Context: an optimization exercise on an open-source flow, tuned for small area, a short achievable clock period and few clock cycles per item. The choices shown serve that exercise and are no tape-out recipe. Function was checked by simulation only, so behaviour that the tests miss may differ from the original. Power is estimated from default activity; no workload was simulated.

exp/lagoon:
==> flow/design.v (excerpt) <==
module wheel_pulse_rate_remapper (
  input  logic        clk_i,
  input  logic        rst_ni,
  input  logic        s_axis_tvalid,
  output logic        s_axis_tready,
  input  logic [7:0]  s_axis_tdata,
  output logic        m_axis_tvalid,
  input  logic        m_axis_tready,
  output logic [39:0] m_axis_tdata,
  input  logic        cfg_valid_i,
  output logic        cfg_ready_o,
  input  logic [2:0]  cfg_index_i,
  input  logic [31:0] cfg_data_i
);
  localparam int QCNT_W = 5;
  localparam logic [QCNT_W-1:0] QCNT_LIM = QCNT_W'(28);
  logic [15:0] slow_q;
  logic [9:0]  debounce_q;
  logic [15:0] idle_q;
  logic [7:0]  pulse_q;
  logic [21:0] hold_q;
  assign cfg_ready_o = 1'b1;
  always_ff @(posedge clk_i or negedge rst_ni) begin
    if (!rst_ni) begin
      slow_q     <= 16'd383;
      debounce_q <= 10'd100;
      idle_q     <= 16'd4000;
      pulse_q    <= 8'd2;
      hold_q     <= 22'd900000;
    end else if (cfg_valid_i) begin
      case (cfg_index_i)
        3'd1: slow_q     <= cfg_data_i[15:0];
        3'd2: debounce_q <= cfg_data_i[9:0];
        3'd3: idle_q     <= cfg_data_i[15:0];
        3'd4: pulse_q    <= cfg_data_i[7:0];
        3'd5: hold_q     <= cfg_data_i[21:0];
        default: ;
      endcase
    end
  end
  logic        q_done;       
  logic        q_final;      
  logic        qnext_q;      
  ...
Size in the first run: about 3200 cells after synthesis, roughly 430 flip-flops, about 91 I/O pins, about 0.029 sq mm of cells after synthesis.
clock: 8.0 ns
lec_check: 0
cap_margin: 20
core_margin: 2
core_utilization: 50
setup_slack_margin: 4.7
slew_margin: 20
run.sh (not shown) runs the stock make flow with config.mk's settings and CLKGATE_MAP_FILE= SYNTH_SCRIPT=/design/flow/synth_recipe.tcl, a recipe that flattens the netlist after the stock synthesis.
exp/lagoon finished every step from synthesis to the final layout, and the layout passed the timing, DRC and antenna checks.
Testbench counts of exp/lagoon, summed over its fixed seeds: cycles 9,054, items 8,000.
What exp/quartz does differently from exp/lagoon at the input level:
# exp/lagoon
export LEC_CHECK = 0
export CAP_MARGIN = 20
export CORE_MARGIN = 2
export CORE_UTILIZATION = 50
export SETUP_SLACK_MARGIN = 4.7
export SLEW_MARGIN = 20
create_clock -name core_clock -period 8.0 [get_ports {clk_i}]
# exp/quartz
export LEC_CHECK = 0
export CAP_MARGIN = 20
export CORE_MARGIN = 2
export CORE_UTILIZATION = 30
export CTS_BUF_LIST = sky130_fd_sc_hd__clkbuf_8
export SETUP_SLACK_MARGIN = 4.5
export SLEW_MARGIN = 20
create_clock -name core_clock -period 8.0 [get_ports {clk_i}]
## What came out
Changes observed in exp/quartz relative to exp/lagoon: share of the final layout cell area in multi-input gates now smaller, final worst setup slack shows an increase of 4.0 ps.
Final wirelength, exp/lagoon and exp/quartz, higher one = exp/lagoon.
exp/quartz vs exp/lagoon on count of plain and timing-repair buffers: exp/quartz is the lower one.

---

wheel_pulse_rate_remapper, a different RTL version from the one above (not shown whole).
For scale: about 3,200 cells after synthesis, about 0.028 mm^2 of cells after synthesis.
==> flow/config.mk <==
export PLATFORM = sky130hd
export DESIGN_NAME = wheel_pulse_rate_remapper
export DESIGN_NICKNAME = wheel_pulse_rate_remapper
export VERILOG_FILES = /design/flow/design.v
export SDC_FILE = /design/flow/constraint.sdc
export NUM_CORES = 4
export LEC_CHECK = 0
export CAP_MARGIN = 20
export CORE_MARGIN = 2
export CORE_UTILIZATION = 30
export SETUP_SLACK_MARGIN = 4.5
export SLEW_MARGIN = 20
==> flow/constraint.sdc <==
create_clock -name core_clock -period 8.0 [get_ports {clk_i}]
set_input_delay 1.6000 -clock core_clock [delete_from_list [all_inputs] [get_ports {clk_i}]]
set_output_delay 1.6000 -clock core_clock [all_outputs]
set_load 0.01 [all_outputs]
The starting point finished with timing, DRC and antenna clean.
Testbench counts at the start, summed over its fixed seeds: cycles 8,885, items 8,000.
Then changed:
CORE_UTILIZATION = 35   (was 30)
CTS_CLUSTER_DIAMETER = 120   (was default)
CTS_CLUSTER_SIZE = 20   (was default)
SETUP_SLACK_MARGIN = 4.6   (was 4.5)
Result: Setup slack improved by 93 ps; via count went down by 0.66%; clock power went down by 41%; power went down by 8.1%; combinational power went down by about 1%; cell area went down by 2.8%; clock-buffer cell count went down by 29; wire length went down by 1.3%; sequential power is about the same; global-route usage went up by 2.6 points; sequential share of layout area went up by 0.89 points.
Then changed:
SETUP_SLACK_MARGIN = 4.8   (was 4.6)
After rerunning:
- synthesized area is unchanged
- synthesized cell count does not change
- global-route usage climbs by 0.64 points
- sequential cell count does not change
- power increases by 7.8%
- first-iteration DRC count increases by 30%
- core utilization grows by 2.1 points
- die area stays the same

---

Starting RTL as in the previous note.
Settings: LEC_CHECK=0, CAP_MARGIN=20, CORE_MARGIN=2, CORE_UTILIZATION=20, SETUP_SLACK_MARGIN=4.5, SLEW_MARGIN=20; clock period 8.0 ns.
The starting point went through all stages and came out clean.
Testbench counts at the start, summed over its fixed seeds: cycles 8,885, items 8,000.
Change:
CORE_UTILIZATION = 40   (was 20)
Outcome: The changed run ran to the end with no violations. Clock-buffer cell count grows by 14. Wire length drops by 4.7%. Via count shrinks by 1.9%. Synthesized area does not change. Core utilization rises by 23 points. Synthesized cell count does not change. Critical path depth grows by 2. First-iteration DRC count is lower by 19%. Clock skew fell by 0.019 ns. Cell area drops by 4.8%.
Change:
CAP_MARGIN = 10   (was 20)
SLEW_MARGIN = 10   (was 20)
=> Hold slack hardly moves; clock skew hardly moves; register-to-register slack is about the same; count of clock-buffer cells in the layout does not change.
Change:
CAP_MARGIN = 20   (was 10)
CORE_UTILIZATION = 30   (was 40)
CTS_CLUSTER_DIAMETER = 120   (was unset)
CTS_CLUSTER_SIZE = 20   (was unset)
SETUP_SLACK_MARGIN = 4.6   (was 4.5)
SLEW_MARGIN = 20   (was 10)
Die area goes up by 33%. Clock-buffer cell count goes down by 39. Power goes down by 3.0%. Setup slack improved by 0.056 ns. Synthesized area is unchanged. Sequential share of layout area barely changes.

---

west:
wheel_pulse_rate_remapper again, from the RTL that the note above started with.
Settings: LEC_CHECK=0, CAP_MARGIN=20, CORE_MARGIN=2, CORE_UTILIZATION=35, PLACE_DENSITY=0.7, SETUP_SLACK_MARGIN=4.6, SLEW_MARGIN=20; clock period 8.0 ns.
Testbench counts of west, summed over its fixed seeds: cycles 8,885, items 8,000.
The inputs of middle differ from those of west as listed below.
Settings: removing PLACE_DENSITY (formerly 0.7).
Summary of the comparison: worst endpoint data arrival time is lower in middle, relative to west.
The fill cell instance count of the final layout number comes out higher for middle vs west.
middle reports a lower non-clock buffer total of the final layout than west does.
Going from west to middle, the static leakage was found to have gone down by 0.17 nW.
For middle, the launching element of the worst setup path was u_remap.dig_q[1], unlike west, where it was u_remap.dig_q[0].
Changes observed in middle relative to west: data-path buffer share of cell area in the final layout moved down, power in the clock group moved down, hold slack level.
Lower met1 routing resource usage after global routing among middle and west: west
Area: middle vs west -> middle smaller
middle against west: power dropped about 3.7%; number of tap instances now sits at about the same level.

afterwards: timing with drivers on the ports:
No port has a modelled driver above. Below, the same layouts with a new extraction and two added sets of constraints.
Step 1: set_driving_cell puts a clkbuf_16 on clk_i and a buf_2 on each other input, an assumption about the parent block.
Step 2 adds t to the input delays and takes it off the output delays; t is the mean of the earliest and latest rising clock arrival at the registers after step 1. Input paths then give back, and output paths get back, about the clock's delay inside the block.
a / b / c = no drivers / after step 1 / after step 2; a / b = the first two.
run	t, ns	setup WS [ns]	clock arrival spread, ns
exp/lagoon	0.661	4.256 / 4.256 / 4.256	0.021 / 0.021
exp/quartz	0.780	4.260 / 4.260 / 4.151	0.050 / 0.050
the first run of note 2	0.666	4.236 / 4.236 / 4.003	0.049 / 0.049
the second run of note 2	0.670	4.329 / 4.329 / 4.283	0.049 / 0.049
the third run of note 2	0.667	4.271 / 4.271 / 4.271	0.042 / 0.042
the first run of note 3	0.675	4.319 / 4.319 / 3.971	0.060 / 0.060
the second run of note 3	0.681	4.264 / 4.264 / 3.924	0.040 / 0.040
the third run of note 3	0.681	4.275 / 4.275 / 3.935	0.039 / 0.039
the fourth run of note 3	0.661	4.330 / 4.330 / 4.260	0.040 / 0.040
west	0.647	4.257 / 4.257 / 4.257	0.028 / 0.028
middle	0.663	4.329 / 4.329 / 4.300	0.037 / 0.037
After both steps setup and hold are still met in every run listed. For the first run of note 3, which loses most, drivers alone change the setup slack by 0.000 ns; drivers and shift together by -0.348 ns.
